This design comes from an exercise in tuning for a short achievable clock period and few clock cycles on the open sky130 flow, not from production work.
Only simulation tests tie the RTL to the original design; equivalence was not proved.
Power is estimated from default activity; no workload was simulated.

alpha:
==> flow/design.v <==
`default_nettype none
package gc_pkg;
	typedef enum logic [1:0] {
		GATE_XOR  = 2'd0,
		GATE_XNOR = 2'd1,
		GATE_NOT  = 2'd2
	} gate_op_e;
	typedef enum logic [2:0] {
		TAG_NONE  = 3'b000,
		TAG_KEY   = 3'b001,
		TAG_GATE  = 3'b010,
		TAG_MASK  = 3'b011,
		TAG_INPUT = 3'b101
	} stream_tag_e;
	typedef enum logic [2:0] {IDLE, GEN_R, INPUTS, READ, EVAL, MASKS} ctrl_state_e;
	typedef struct packed {
		logic [32-3*6-1:0] rsvd;
		logic [6-1:0]              output_count;
		logic [6-1:0]              gate_count;
		logic [6-1:0]              input_count;   
	} sizes_view_t;
	typedef struct packed {
		logic [32-2*6-6:0] rsvd;
		logic                              is_output;
		logic                              in1_is_input;
		logic [6-1:0]              in1;
		logic                              in0_is_input;
		logic [6-1:0]              in0;
		gate_op_e                          op;   
	} gate_view_t;
	typedef union packed {
		sizes_view_t sizes;
		gate_view_t  gate;
	} netlist_word_u;
endpackage
`default_nettype wire
`timescale 1ns/1ps
`default_nettype none
module free_xor_garbler (
	input  logic                      clk,
	input  logic                      rst,
	input  logic [12-1:0] paddr,
	input  logic                      psel,
	input  logic                      penable,
	input  logic                      pwrite,
	input  logic [32-1:0]     pwdata,
	output logic [32-1:0]     prdata,
	output logic                      pready,
	output logic                      pslverr,
	input  logic                      start,
	output logic                      busy,
	output logic [2:0]                 tag,
	output logic [6-1:0]      index0,
	output logic [32-1:0]    data0,
	output logic [32-1:0]    data1
);
	localparam int          W    = 32;
	localparam int          NG   = 64;
	localparam int          NL   = 2 * NG;      
	localparam logic [31:0] POLY = 32'h8020_0003;
	localparam logic [2:0] T_NONE  = 3'b000;
	localparam logic [2:0] T_KEY   = 3'b001;
	localparam logic [2:0] T_GATE  = 3'b010;
	localparam logic [2:0] T_MASK  = 3'b011;
	localparam logic [2:0] T_INPUT = 3'b101;
	function automatic logic [W-1:0] lfsr_step(input logic [W-1:0] s);
		lfsr_step = {1'b0, s[W-1:1]} ^ ({W{s[0]}} & POLY);
	endfunction
	logic busy_q, busy_d, start_ok;
	logic [NG-1:0][31:0] gmem;
	logic [31:0]         sizes_q;
	logic                hit_sizes, hit_gate, addr_ok, setup_wr;
	logic [NG-1:0]       gwe_q;
	logic                swe_q, perr_q;
	assign hit_sizes = paddr == 12'h000;
	assign hit_gate  = (paddr[11:8] == 4'h1) && (paddr[1:0] == 2'b00);
	assign addr_ok   = hit_sizes | hit_gate;
	assign setup_wr  = psel & ~penable & pwrite & ~busy_d;   
	always_ff @(posedge clk or posedge rst) begin
		if (rst) begin
			gwe_q  <= '0;
			swe_q  <= 1'b0;
			perr_q <= 1'b0;
		end else begin
			for (int j = 0; j < NG; j++)
				gwe_q[j] <= setup_wr & hit_gate & (paddr[7:2] == 6'(j));
			swe_q  <= setup_wr & hit_sizes;
			perr_q <= ~addr_ok | (pwrite & busy_d);
		end
	end
	always_ff @(posedge clk) begin
		for (int j = 0; j < NG; j++)
			if (gwe_q[j])
				gmem[j] <= pwdata;
	end
	always_ff @(posedge clk or posedge rst) begin
		if (rst)
			sizes_q <= '0;
		else if (swe_q)
			sizes_q <= pwdata;
	end
	logic [31:0] prd_q;
	always_ff @(posedge clk)
		prd_q <= hit_sizes ? sizes_q : gmem[paddr[7:2]];
	assign prdata = prd_q;
	assign pready  = 1'b1;
	assign pslverr = perr_q;
	logic [5:0] n_in, n_gate;
	logic [5:0] in_last_q, in_m2_q, g_last_q;
	logic       g_zero_q;
	logic       ph_in, ph_gate, ph_mask;
	logic [5:0] in_cnt, g_cnt;
	logic       last_in, last_g;
	assign n_in     = sizes_q[5:0];
	assign n_gate   = sizes_q[11:6];
	assign start_ok = start & ~busy_q;
	assign busy_d   = busy_q ? ~ph_mask : start_ok;
	assign last_in  = in_cnt == in_last_q;
	assign last_g   = g_cnt == g_last_q;
	always_ff @(posedge clk) begin
		in_last_q <= n_in - 6'd1;
		in_m2_q   <= n_in - 6'd2;
		g_last_q  <= n_gate - 6'd1;
		g_zero_q  <= n_gate == '0;
	end
	always_ff @(posedge clk or posedge rst) begin
		if (rst) begin
			busy_q  <= 1'b0;
			ph_in   <= 1'b0;
			ph_gate <= 1'b0;
			ph_mask <= 1'b0;
			in_cnt  <= '0;
			g_cnt   <= '0;
		end else begin
			busy_q <= busy_d;
			if (!busy_q) begin
				ph_in   <= start_ok & (n_in != '0);
				ph_gate <= 1'b0;
				ph_mask <= start_ok & (n_in == '0);
				in_cnt  <= '0;
				g_cnt   <= '0;
			end else begin
				if (ph_in) begin
					in_cnt <= in_cnt + 6'd1;
					if (last_in) begin
						ph_in   <= 1'b0;
						ph_gate <= ~g_zero_q;
						ph_mask <= g_zero_q;
					end
				end
				if (ph_gate) begin
					g_cnt <= g_cnt + 6'd1;
					if (last_g) begin
						ph_gate <= 1'b0;
						ph_mask <= 1'b1;
					end
				end
				if (ph_mask)
					ph_mask <= 1'b0;
			end
		end
	end
	logic [W-1:0] lfsr_q, lfsr_nx, r_q;
	assign lfsr_nx = lfsr_step(lfsr_q);
	always_ff @(posedge clk or posedge rst) begin
		if (rst)
			lfsr_q <= 32'h1D87_2B41;
		else if (start_ok | ph_in)
			lfsr_q <= lfsr_nx;   
	end
	always_ff @(posedge clk) begin
		if (!busy_q)
			r_q <= {lfsr_nx[W-1:1], 1'b1};
	end
	logic [5:0]    fnx_q;    
	logic [5:0]    fcnt_q;   
	logic          fgo_q, f_start, f_adv, f_step, f_rst;
	logic [6:0]    p1_q, p2_q, p1e, p2e;
	logic [16:0]   fw_nx, fw_q;
	logic [6:0]    a_id, b_id;
	logic          use_b;
	assign f_start = (~busy_q & start_ok & (n_in == 6'd1)) | (ph_in & (in_cnt == in_m2_q));
	assign f_adv   = fgo_q | f_start;
	assign f_rst   = ~busy_q | ph_mask;
	assign f_step  = f_adv & ~(busy_q & ph_mask);
	assign p1e = fgo_q ? p1_q : {1'b0, n_in - 6'd1};
	assign p2e = fgo_q ? p2_q : {1'b0, n_in - 6'd2};
	logic [16:0] fw0_q, fwe;
	always_comb begin
		fw_nx = gmem[fnx_q][16:0];
	end
	always_ff @(posedge clk) begin
		fw_q <= fw_nx;
		if (!busy_q)
			fw0_q <= gwe_q[0] ? pwdata[16:0] : gmem[0][16:0];
	end
	assign fwe = fgo_q ? fw_q : fw0_q;
	assign a_id  = {~fwe[8], fwe[7:2]};
	assign b_id  = {~fwe[15], fwe[14:9]};
	assign use_b = ~fwe[1];   
	always_ff @(posedge clk or posedge rst) begin
		if (rst) begin
			fnx_q  <= 6'd1;
			fcnt_q <= '0;
			fgo_q  <= 1'b0;
		end else if (f_step) begin
			fnx_q  <= fnx_q + 6'd1;
			fcnt_q <= fcnt_q + 6'd1;
			fgo_q  <= 1'b1;
		end else if (f_rst) begin
			fnx_q  <= 6'd1;
			fcnt_q <= '0;
			fgo_q  <= 1'b0;
		end
	end
	always_ff @(posedge clk) begin
		if (f_adv) begin
			p1_q <= {1'b1, fcnt_q};
			p2_q <= p1e;
		end
	end
	logic [6:0]    a_id_q, b_id_q;
	logic          use_b_q;
	logic          a_f1_q, a_f2_q, b_f1_q, b_f2_q, f_addr_q, f_out_q;
	always_ff @(posedge clk) begin
		a_id_q   <= a_id;
		b_id_q   <= b_id;
		use_b_q  <= use_b;
		a_f1_q   <= a_id == p1e;
		a_f2_q   <= a_id == p2e;
		b_f1_q   <= use_b & (b_id == p1e);
		b_f2_q   <= use_b & (b_id == p2e);
		f_addr_q <= fwe[1] | fwe[0];   
		f_out_q  <= fwe[16];
	end
	logic [NL-1:0][W-1:0] lab;
	logic [W-1:0]         rd_a, rd_b, wdata_q, opa_q, opb_q, rt_q;
	logic                 xa1_q, xb1_q, x_out_q;
	always_comb begin
		rd_a = lab[a_id_q];
		rd_b = use_b_q ? lab[b_id_q] : '0;
	end
	always_ff @(posedge clk) begin
		opa_q   <= a_f2_q ? wdata_q : rd_a;
		opb_q   <= b_f2_q ? wdata_q : rd_b;
		xa1_q   <= a_f1_q;
		xb1_q   <= b_f1_q;
		rt_q    <= f_addr_q ? r_q : '0;
		x_out_q <= f_out_q;
	end
	logic [W-1:0]  fwd_q, op_a, op_b, v;
	logic [NL-1:0] wsel_q;
	assign op_a = xa1_q ? fwd_q : opa_q;
	assign op_b = xb1_q ? fwd_q : opb_q;
	assign v    = ph_gate ? (op_a ^ op_b ^ rt_q) : lfsr_nx;
	always_ff @(posedge clk) begin
		fwd_q <= v;
		if (ph_in | ph_gate)
			wdata_q <= v;   
	end
	always_ff @(posedge clk or posedge rst) begin
		if (rst)
			wsel_q <= '0;
		else if (ph_in)
			wsel_q <= NL'(1) << in_cnt;
		else if (ph_gate)
			wsel_q <= NL'(1) << (NG + int'(g_cnt));
		else
			wsel_q <= '0;
	end
	always_ff @(posedge clk) begin
		for (int e = 0; e < NL; e++)
			if (wsel_q[e])
				lab[e] <= wdata_q;
	end
	logic [31:0] mptr_q, mpend_q, mask_q, mask_now;
	assign mask_now = mask_q | (mpend_q & {32{fwd_q[0]}});
	always_ff @(posedge clk) begin
		if (!busy_q) begin
			mptr_q  <= 32'd1;
			mpend_q <= '0;
			mask_q  <= '0;
		end else begin
			mask_q  <= mask_now;
			mpend_q <= (ph_gate & x_out_q) ? mptr_q : '0;
			if (ph_gate & x_out_q)
				mptr_q <= mptr_q << 1;
		end
	end
	always_ff @(posedge clk or posedge rst) begin
		if (rst)
			tag <= T_NONE;
		else if (!busy_q)
			tag <= start_ok ? T_KEY : T_NONE;
		else if (ph_in)
			tag <= T_INPUT;
		else if (ph_gate)
			tag <= T_GATE;
		else
			tag <= T_MASK;
	end
	always_ff @(posedge clk) begin
		if (!busy_q) begin
			index0 <= '0;
			data0  <= {lfsr_nx[W-1:1], 1'b1};   
			data1  <= '0;
		end else if (ph_mask) begin
			index0 <= sizes_q[17:12];
			data0  <= mask_now;
			data1  <= '0;
		end else begin
			index0 <= ph_gate ? g_cnt : in_cnt;
			data0  <= v;
			data1  <= v ^ r_q;
		end
	end
	assign busy = busy_q;
endmodule
`default_nettype wire
Settings: LEC_CHECK=0, ABC_CLOCK_PERIOD_IN_PS=2800, CAP_MARGIN=20, CORE_MARGIN=2, CORE_UTILIZATION=30, PLACE_DENSITY=0.45, SETUP_SLACK_MARGIN=3.6, SLEW_MARGIN=20, TNS_END_PERCENT=100; clock period 6.5 ns.
run.sh (not shown) runs the stock make flow with config.mk's settings and CLKGATE_MAP_FILE= SYNTH_SCRIPT=/design/flow/synth_recipe.tcl, a recipe that flattens the netlist after the stock synthesis.
alpha reached the final stage; the timing, DRC and antenna checks on its layout passed.
Testbench counts of alpha, summed over its fixed seeds: cycles 40,420.
Relative to alpha, the following input files were edited for beta:
--- a/flow/design.v
+++ b/flow/design.v
@@ -217,17 +217,18 @@
 		if (f_adv) begin
 			p1_q <= {1'b1, fcnt_q};
 			p2_q <= p1e;
 		end
 	end
-	logic [6:0]    a_id_q, b_id_q;
-	logic          use_b_q;
+	logic [3:0]    a_lo_q, b_lo_q;   
+	logic [7:0]    a_hi_q, b_hi_q;   
 	logic          a_f1_q, a_f2_q, b_f1_q, b_f2_q, f_addr_q, f_out_q;
 	always_ff @(posedge clk) begin
-		a_id_q   <= a_id;
-		b_id_q   <= b_id;
-		use_b_q  <= use_b;
+		a_lo_q   <= a_id[3:0];
+		b_lo_q   <= b_id[3:0];
+		a_hi_q   <= 8'(1) << a_id[6:4];
+		b_hi_q   <= use_b ? 8'(1) << b_id[6:4] : '0;
 		a_f1_q   <= a_id == p1e;
 		a_f2_q   <= a_id == p2e;
 		b_f1_q   <= use_b & (b_id == p1e);
 		b_f2_q   <= use_b & (b_id == p2e);
 		f_addr_q <= fwe[1] | fwe[0];   
@@ -235,12 +236,16 @@
 	end
 	logic [NL-1:0][W-1:0] lab;
 	logic [W-1:0]         rd_a, rd_b, wdata_q, opa_q, opb_q, rt_q;
 	logic                 xa1_q, xb1_q, x_out_q;
 	always_comb begin
-		rd_a = lab[a_id_q];
-		rd_b = use_b_q ? lab[b_id_q] : '0;
+		rd_a = '0;
+		rd_b = '0;
+		for (int h = 0; h < 8; h++) begin
+			rd_a = rd_a | (a_hi_q[h] ? lab[{3'(h), a_lo_q}] : '0);
+			rd_b = rd_b | (b_hi_q[h] ? lab[{3'(h), b_lo_q}] : '0);
+		end
 	end
 	always_ff @(posedge clk) begin
 		opa_q   <= a_f2_q ? wdata_q : rd_a;
 		opb_q   <= b_f2_q ? wdata_q : rd_b;
 		xa1_q   <= a_f1_q;
--- outcome ---
Compared with alpha, beta shows total number of vias that has gone up by a few percent. beta ended with every stage complete and zero timing, DRC or antenna violations. Taking alpha as the reference, in beta sequential cell count was more or less identical; internal power increased 0.00035 W; via count of the first global-routing pass +about 2.2%; clock slew at the register clock pins of the worst setup and hold paths level. Summary: with alpha as the reference, post-synthesis instance total in beta moved up by a few percent. Summary of beta over alpha: global-route usage over all layers increased 1.0 points; final antenna diode count moved down; die area was more or less identical; post-layout worst setup margin now smaller.
Testbench counts of beta, summed over its fixed seeds: cycles 40,420.

[port drivers added, routing unchanged]
How much do the figures lean on ideal ports? The routed layouts below were timed once more, with nothing changed but the port constraints.
Step 1 sets driving cells, clkbuf_16 on the clock port and buf_2 on the other inputs (assumed; they add their load-dependent delay and slew).
Step 2 moves the port delays by t, midway between the first and last clock arrival at a register: inputs arrive t later, outputs are due t later. That takes back most of the time a late clock gives input paths.
a / b / c = ideal ports / drivers / drivers and shift; a / b = the first two.
run | shift t [ns] | setup WS [ns] | hold slack, ns | worst register clock-pin slew, ns | cell pins on the clock port's net
alpha | 1.256 | 2.927 / 2.927 / 2.300 | 0.338 / 0.338 / 0.338 | 0.07 / 0.07 | 1
beta | 1.256 | 2.871 / 2.871 / 2.340 | 0.330 / 0.330 / 0.330 | 0.07 / 0.07 | 1
After both steps setup and hold are still met in every run listed. For alpha, which loses most, drivers alone change the setup slack by 0.000 ns; drivers and shift together by -0.627 ns.
